Source: an optimization exercise on an open RTL-to-GDS flow (aim: small area). Production flows keep margins and buffers that such runs may drop.
Only simulation tests tie the RTL to the original design; equivalence was not proved.
Power and IR drop assume default switching activity.

## try-fjord
==> flow/design.v (excerpt) <==
module regfile_scoreboard #(
    parameter int XLEN     = 32,
    parameter int NREGS    = 32,
    parameter int NRD      = 2,
    parameter int BYPASS   = 1,
    parameter int ZERO_REG = 1,
    localparam int AW      = $clog2(NREGS)
) (
    input  logic                 clk,
    input  logic                 rst,
    input  logic [NRD*AW-1:0]    rd_addr,
    output logic [NRD*XLEN-1:0]  rd_data,
    output logic [NRD-1:0]       rd_busy,
    input  logic                 we,
    input  logic [AW-1:0]        wa,
    input  logic [XLEN-1:0]      wd,
    input  logic                 rsv_en,
    input  logic [AW-1:0]        rsv_addr,
    input  logic                 flush,
    output logic                 busy_any
);
    localparam int R0 = (ZERO_REG != 0) ? 1 : 0;   
    logic [NREGS-1:R0][XLEN-1:0] mem_q;
    logic [NREGS-1:R0] vld_q;
    logic [NREGS-1:R0] busy_q;
    logic [NREGS-1:0] wdec;     
    logic [NREGS-1:0] wsel;     
    logic [NREGS-1:0] rsel;     
    for (genvar r = 0; r < NREGS; r++) begin : g_reg
        assign wdec[r] = we && wa == AW'(r);
        assign rsel[r] = rsv_en && rsv_addr == AW'(r);
        if (r < R0) begin : g_zero
            assign wsel[r] = 1'b0;
        end else begin : g_store
            assign wsel[r] = wdec[r];
            always_ff @(posedge clk) begin
                if (wsel[r]) begin
                    mem_q[r] <= wd;
                end
            end
            always_ff @(posedge clk or negedge rst) begin
                if (!rst) begin
                    vld_q[r]  <= 1'b0;
                    busy_q[r] <= 1'b0;
                end else begin
                    vld_q[r]  <= vld_q[r] | wsel[r];
                    busy_q[r] <= rsel[r] | (busy_q[r] & ~flush & ~wdec[r]);
                end
            end
        end
    end
    for (genvar p = 0; p < NRD; p++) begin : g_rd
        logic [AW-1:0]    a;
        logic [NREGS-1:0] hit;
        logic [NREGS-1:0] dsel;
        logic [NREGS-1:0] bsel;
        logic             byp;
        logic [XLEN-1:0]  d;
  ...
clock: 6.0 ns
lec_check: 0
cap_margin: 20
core_margin: 2
core_utilization: 60
setup_slack_margin: 0.05
slew_margin: 20
synth_hierarchical: 1
synth_minimum_keep_size: 0
standard.sh (not shown) runs the stock make flow with config.mk's settings and CLKGATE_MAP_FILE= SYNTH_SCRIPT=/design/flow/synth_recipe.tcl, a recipe that flattens the netlist after the stock synthesis.
==> flow/flow/run.sh <==
#!/bin/bash
# Layout flow: the standard ORFS flow (standard.sh), with these changes:
#  - the port buffers are plain buffers (buf_1) instead of the delay cells
#    buffer_ports picks by default,
#  - clock tree synthesis inserts no dummy loads, uses clkbuf_8 buffers and
#    clusters up to 14 flip-flops within 60 um per leaf buffer.
# Everything else, synthesis included, is the standard flow.
set -euo pipefail
export BUFFER_PORTS_ARGS="-buffer_cell sky130_fd_sc_hd__buf_1"
export CTS_ARGS="-sink_clustering_enable -repair_clock_nets -dont_use_dummy_load -buf_list sky130_fd_sc_hd__clkbuf_8 -sink_clustering_size 14 -sink_clustering_max_diameter 60"
bash standard.sh finish > flow_standard.log 2>&1
> inputs changed (try-fjord -> try-nickel)
- CORE_UTILIZATION now 40, was 60
==> flow/run.sh (new file) <==
#!/bin/bash
# synth_recipe.tcl (not shown) runs the flow's synth.tcl, then flattens the netlist and writes it again
# the make line also repeats each setting of config.mk as NAME=value (left out here)
make -C /OpenROAD-flow-scripts/flow DESIGN_CONFIG=/design/flow/config.mk WORK_HOME=/design/flow/orfs CLKGATE_MAP_FILE= SYNTH_SCRIPT=/design/flow/synth_recipe.tcl finish
removed: flow/flow/run.sh
removed: flow/standard.sh
Notes after the runs:
On global-route usage: between try-nickel and try-fjord, it ends up higher for try-fjord. The flow completed for try-nickel, but it is not clean: the layout still shows setup timing. Taking try-fjord as the reference, in try-nickel total negative setup slack neither gained nor lost much; worst voltage drop across the vdd grid grew by 20 µV; setup slack decreased by 0.10 ns relative to the old numbers; total number of vias barely changed; detailed route wirelength on metal3 decreased 7500 µm. Startpoint of the most critical setup path = we: try-fjord; startpoint of the most critical setup path = wa[3]: try-nickel. Shortest clock period the worst path allows after layout, try-nickel and try-fjord: higher on try-nickel. Diff try-fjord -> try-nickel: net count reported at finish rose by about 4%, clock share of power rose by 15 points. Diff try-fjord -> try-nickel | total length of routed wires | increase of about 2.6%.
Setup changes, try-nickel to try-pepper
==> flow/flow/run.sh (new file) <==
#!/bin/bash
# Layout flow: the standard ORFS flow (standard.sh), with three changes:
#  - the port buffers are plain buffers (buf_2) instead of the delay cells
#    buffer_ports picks by default,
#  - clock tree synthesis inserts no dummy loads and uses clkbuf_8 buffers,
# Everything else, synthesis included, is the standard flow.
set -euo pipefail
export BUFFER_PORTS_ARGS="-buffer_cell sky130_fd_sc_hd__buf_2"
export CTS_ARGS="-sink_clustering_enable -repair_clock_nets -dont_use_dummy_load -buf_list sky130_fd_sc_hd__clkbuf_8"
bash standard.sh finish > flow_standard.log 2>&1
==> flow/standard.sh (new file) <==
#!/bin/bash
# synth_recipe.tcl (not shown) runs the flow's synth.tcl, then flattens the netlist and writes it again
# the make line also repeats each setting of config.mk as NAME=value (left out here)
make -C /OpenROAD-flow-scripts/flow DESIGN_CONFIG=/design/flow/config.mk WORK_HOME=/design/flow/orfs CLKGATE_MAP_FILE= SYNTH_SCRIPT=/design/flow/synth_recipe.tcl "${@:-finish}"
removed: flow/run.sh
==> comparison <==
try-pepper reached the end of the flow, and the finished layout is clean on the timing, DRC and antenna checks.
Comparing try-pepper and try-nickel, the higher part of the total power dissipated in the clock network was measured on try-nickel.
Non-clock buffer count was lower in try-pepper than in try-nickel.
Between try-pepper and try-nickel, the transition time at the pin with the least slew margin is higher for try-pepper.
Looking at slack of the critical path, try-pepper sits 0.33 ns higher than try-nickel does.
Compared with try-nickel, in try-pepper proportion of power drawn by combinational gates decreased 0.4 points; via count of the first global-routing pass decreased 452; placed cell count decreased 138; average wire per standard cell increased about 4%.
Delta (try-pepper minus try-nickel): final wirelength went down about 0.36%; fraction of the mapped netlist area in simple logic gates held.
What try-indigo does differently from try-pepper at the input level:
- CORE_UTILIZATION changed from 40 to 50
==> flow/flow/run.sh <==
#!/bin/bash
# Layout flow: the standard ORFS flow (standard.sh), with these changes:
#  - the port buffers are plain buffers (buf_2) instead of the delay cells
#    buffer_ports picks by default,
#  - clock tree synthesis inserts no dummy loads, uses clkbuf_8 buffers and
#    clusters up to 14 flip-flops within 60 um per leaf buffer.
# Everything else, synthesis included, is the standard flow.
set -euo pipefail
export BUFFER_PORTS_ARGS="-buffer_cell sky130_fd_sc_hd__buf_2"
export CTS_ARGS="-sink_clustering_enable -repair_clock_nets -dont_use_dummy_load -buf_list sky130_fd_sc_hd__clkbuf_8 -sink_clustering_size 14 -sink_clustering_max_diameter 60"
bash standard.sh finish > flow_standard.log 2>&1
[summary]
- try-indigo has completed all stages; timing, DRC and antenna checks passed.
- Looking at critical path capture point, the rd_data[49] result is from try-indigo; the rd_data[33] one comes from try-pepper.
- Diff try-pepper -> try-indigo: filler-free cell count of the finished design saw a decrease, actual transition at the worst max-transition pin fell by 0.094 ns.
- Changes observed in try-indigo relative to try-pepper: global-route usage higher, final core utilization went up.
- Final setup slack of the worst path was higher in try-indigo than in try-pepper.
Inputs modified between try-indigo and try-raven:
- SETUP_SLACK_MARGIN changed from 0.05 to 0
diff --git a/flow/flow/run.sh b/flow/flow/run.sh
--- a/flow/flow/run.sh
+++ b/flow/flow/run.sh
@@ -6 +6 @@
-#    clusters up to 14 flip-flops within 60 um per leaf buffer.
+#    clusters up to 17 flip-flops within 70 um per leaf buffer.
@@ -10 +10 @@
-export CTS_ARGS="-sink_clustering_enable -repair_clock_nets -dont_use_dummy_load -buf_list sky130_fd_sc_hd__clkbuf_8 -sink_clustering_size 14 -sink_clustering_max_diameter 60"
+export CTS_ARGS="-sink_clustering_enable -repair_clock_nets -dont_use_dummy_load -buf_list sky130_fd_sc_hd__clkbuf_8 -sink_clustering_size 17 -sink_clustering_max_diameter 70"
- try-raven | status: complete | timing, DRC, antenna: pass
- From try-indigo to try-raven the numbers moved as follows: first-pass GRT wire length barely changed, sequential fraction of total cell area up 0.36 points, worst-margin pin slew increased 0.020 ns, via count lost 0.49%.
- try-raven vs. try-indigo: number of buffers created by CTS went down by about 20%.

[static timing again, ports no longer ideal]
Ports are ideal in the flow. The routed layouts listed here were re-timed in OpenROAD. Step 1 assumes that a clkbuf_16 drives the clock port and a buf_2 every other input. Step 2 moves the port delays by t, midway between the first and last clock arrival at a register: inputs arrive t later, outputs are due t later. That takes back most of the time a late clock gives input paths. Three values: ideal, step 1, step 2; two values: the first two.
run | t (ns) | setup WS [ns] | worst setup path after step 2 | clock arrival spread, ns | cell pins on the clock port's net
try-fjord | 0.784 | 0.100 / 0.068 / 0.068 | input to output | 0.085 / 0.085 | 1
try-nickel | 0.766 | -0.001 / -0.027 / -0.027 | input to output | 0.044 / 0.043 | 1
try-pepper | 0.891 | 0.331 / 0.311 / 0.311 | input to output | 0.076 / 0.076 | 1
try-indigo | 0.769 | 0.373 / 0.345 / 0.345 | input to output | 0.064 / 0.064 | 1
try-raven | 0.757 | 0.393 / 0.367 / 0.367 | input to output | 0.074 / 0.074 | 1
The setup slack of try-fjord, which loses most, moves by -0.032 ns with the drivers and by -0.032 ns with both steps.
